Background: an optimization exercise with open tools, aiming at small area. Do not read the settings as production practice. In this exercise RTL edits were held to simulation tests only and were not proved equivalent to the original. Power figures rest on the tool's default switching activity, not on a simulated workload.

// exu_top
module exu_top #(
   parameter int GHR_SIZE = exu_pkg::GHR_SIZE_DEF
) (
   input  logic                   clk,
   input  logic                   i_rst,
   input  logic                   i_x_en,              
   input  logic                   i_r_en,              
   input  exu_pkg::alu_pkt_t      i_ap,
   input  exu_pkg::bypass_t       i_bypass1,
   input  exu_pkg::bypass_t       i_bypass2,
   input  exu_pkg::data_t         i_result_r,
   input  exu_pkg::data_t         i_load_result,
   input  exu_pkg::data_t         i_gpr_rs1,
   input  exu_pkg::data_t         i_gpr_rs2,
   input  logic                   i_rs1_en,
   input  logic                   i_rs2_en,
   input  logic                   i_select_pc,
   input  exu_pkg::data_t         i_immed,
   input  exu_pkg::pc_t           i_pc_d,
   input  exu_pkg::brimm_t        i_brimm,
   input  exu_pkg::predict_pkt_t  i_predict_d,
   input  exu_pkg::btb_index_t    i_index_d,
   input  exu_pkg::btb_tag_t      i_btag_d,
   input  logic                   i_flush_lower,
   input  exu_pkg::pc_t           i_flush_path_lower,
   output exu_pkg::data_t         o_result_x,
   output exu_pkg::pc_t           o_pc_x,
   output logic                   o_flush_final,
   output exu_pkg::pc_t           o_flush_path_final,
   output logic [GHR_SIZE-1:0]    o_ghr_d,             
   output exu_pkg::predict_pkt_t  o_mp_pkt,
   output exu_pkg::btb_index_t    o_mp_index,
   output exu_pkg::btb_tag_t      o_mp_btag,
   output logic [GHR_SIZE-1:0]    o_mp_fghr,
   output logic                   o_br_valid_r,
   output logic                   o_br_mp_r,
   output logic                   o_br_way_r,
   output logic [1:0]             o_br_hist_r,
   output exu_pkg::btb_index_t    o_br_index_r,
   output exu_pkg::pc_t           o_npc_r
);
clock: 7.5 ns
lec_check: 0
abc_area: 1
cap_margin: 10
core_margin: 2
core_utilization: 35
setup_slack_margin: 0.1
slew_margin: 10
standard.sh (not shown) runs the stock make flow with config.mk's settings and CLKGATE_MAP_FILE= SYNTH_SCRIPT=/design/flow/synth_recipe.tcl, a recipe that flattens the netlist after the stock synthesis.
==> flow/flow/run.sh <==
#!/bin/bash
# Layout flow: the standard flow with
#  - synthesis through flow/synth.tcl (the standard flow's synthesis, final ABC mapping
#    from flow/abc_map.script); registers are mapped exactly as standard
#  - port buffers made from the smallest buffer cell
#  - clock tree from clkbuf_8 cells
set -euo pipefail
HERE=$(pwd)
export FLOW_ABC_SCRIPT=$HERE/flow/abc_map.script
export BUFFER_PORTS_ARGS="-buffer_cell sky130_fd_sc_hd__buf_1"
# a balanced clock tree of mid-size buffers, without dummy loads
export CTS_ARGS="-sink_clustering_enable -repair_clock_nets -buf_list sky130_fd_sc_hd__clkbuf_8 -dont_use_dummy_load"
# the make command line standard.sh uses, with our synthesis script
MK=$(grep -o 'make -C .*' standard.sh | head -1)
MK=${MK%\"\$\{@:-finish\}\"}
MK=$(echo "$MK" | sed "s|SYNTH_SCRIPT=[^ ]*|SYNTH_SCRIPT=$HERE/flow/synth.tcl|")
echo "$MK synth" > synth_cmd.txt
eval "$MK synth" > synth.log 2>&1
bash standard.sh > standard.log 2>&1
==> flow/flow/abc_map.script <==
&get -n
&st
&dch -f
&nf -p -a -F 8 -A 8
&put
strash
&get -n
&st
&dch -f
&nf -p -a -F 8 -A 8
&put
strash
&get -n
&st
&dch -f
&nf -p -a -F 8 -A 8
&put
topo
stime -c
buffer -c
upsize -c
dnsize -c
==> flow/flow/synth.tcl <==
# The standard flow's synthesis (synth_recipe.tcl), with ORFS's final ABC mapping
# replaced by the area-recovering script in abc_map.script
proc synth {args} { yosys synth -nofsm -noshare {*}$args }
proc abc {args} {
  set i [lsearch -exact $args -script]
  if { $i >= 0 } {
    lset args [expr {$i + 1}] $::env(FLOW_ABC_SCRIPT)
  }
  yosys abc {*}$args
}
source $::env(SCRIPTS_DIR)/synth.tcl
# left out here: clear keep_hierarchy, flatten, clean up, hide names made inside functions, write 1_2_yosys.v
The first run finished with timing, DRC and antenna clean.
Change:
--- a/flow/config.mk
+++ b/flow/config.mk
@@ -9,5 +9,5 @@
 export CAP_MARGIN = 10
 export CORE_MARGIN = 2
-export CORE_UTILIZATION = 35
+export CORE_UTILIZATION = 42
 export SETUP_SLACK_MARGIN = 0.1
 export SLEW_MARGIN = 10
After rerunning: The changed run completed without violations. Global-route usage climbs by 7.5 points. Design area goes down slightly. Worst hold slack hardly moves. Critical path depth came out lower by 1. Setup slack gains 0.029 ns. Total power went up slightly. Sequential power is about the same. Area after synthesis stays the same. Utilization is higher by 8.3 points. Flip-flop and latch count is unchanged. Clock skew drops by 0.0040 ns.

## port drivers added, routing unchanged
Ports are ideal in the flow. The routed layouts listed here were re-timed in OpenROAD.
Step 1 assumes that a clkbuf_16 drives the clock port and a buf_2 every other input.
Step 2 moves the port delays by t, midway between the first and last clock arrival at a register: inputs arrive t later, outputs are due t later. That takes back most of the time a late clock gives input paths.
a / b / c = ideal ports / drivers / drivers and shift; a / b = the first two.
run	shift t [ns]	setup WS [ns]	worst hold slack (ns)	worst setup path at the end
the first run	0.527	0.440 / 0.389 / 0.099	0.431 / 0.431 / 0.431	input to register
the second run	0.514	0.469 / 0.421 / -0.060	0.430 / 0.430 / 0.430	input to register
Met with ideal ports but missed after step 2: setup timing in the second run. The setup slack of the second run, which loses most, moves by -0.048 ns with the drivers and by -0.529 ns with both steps.
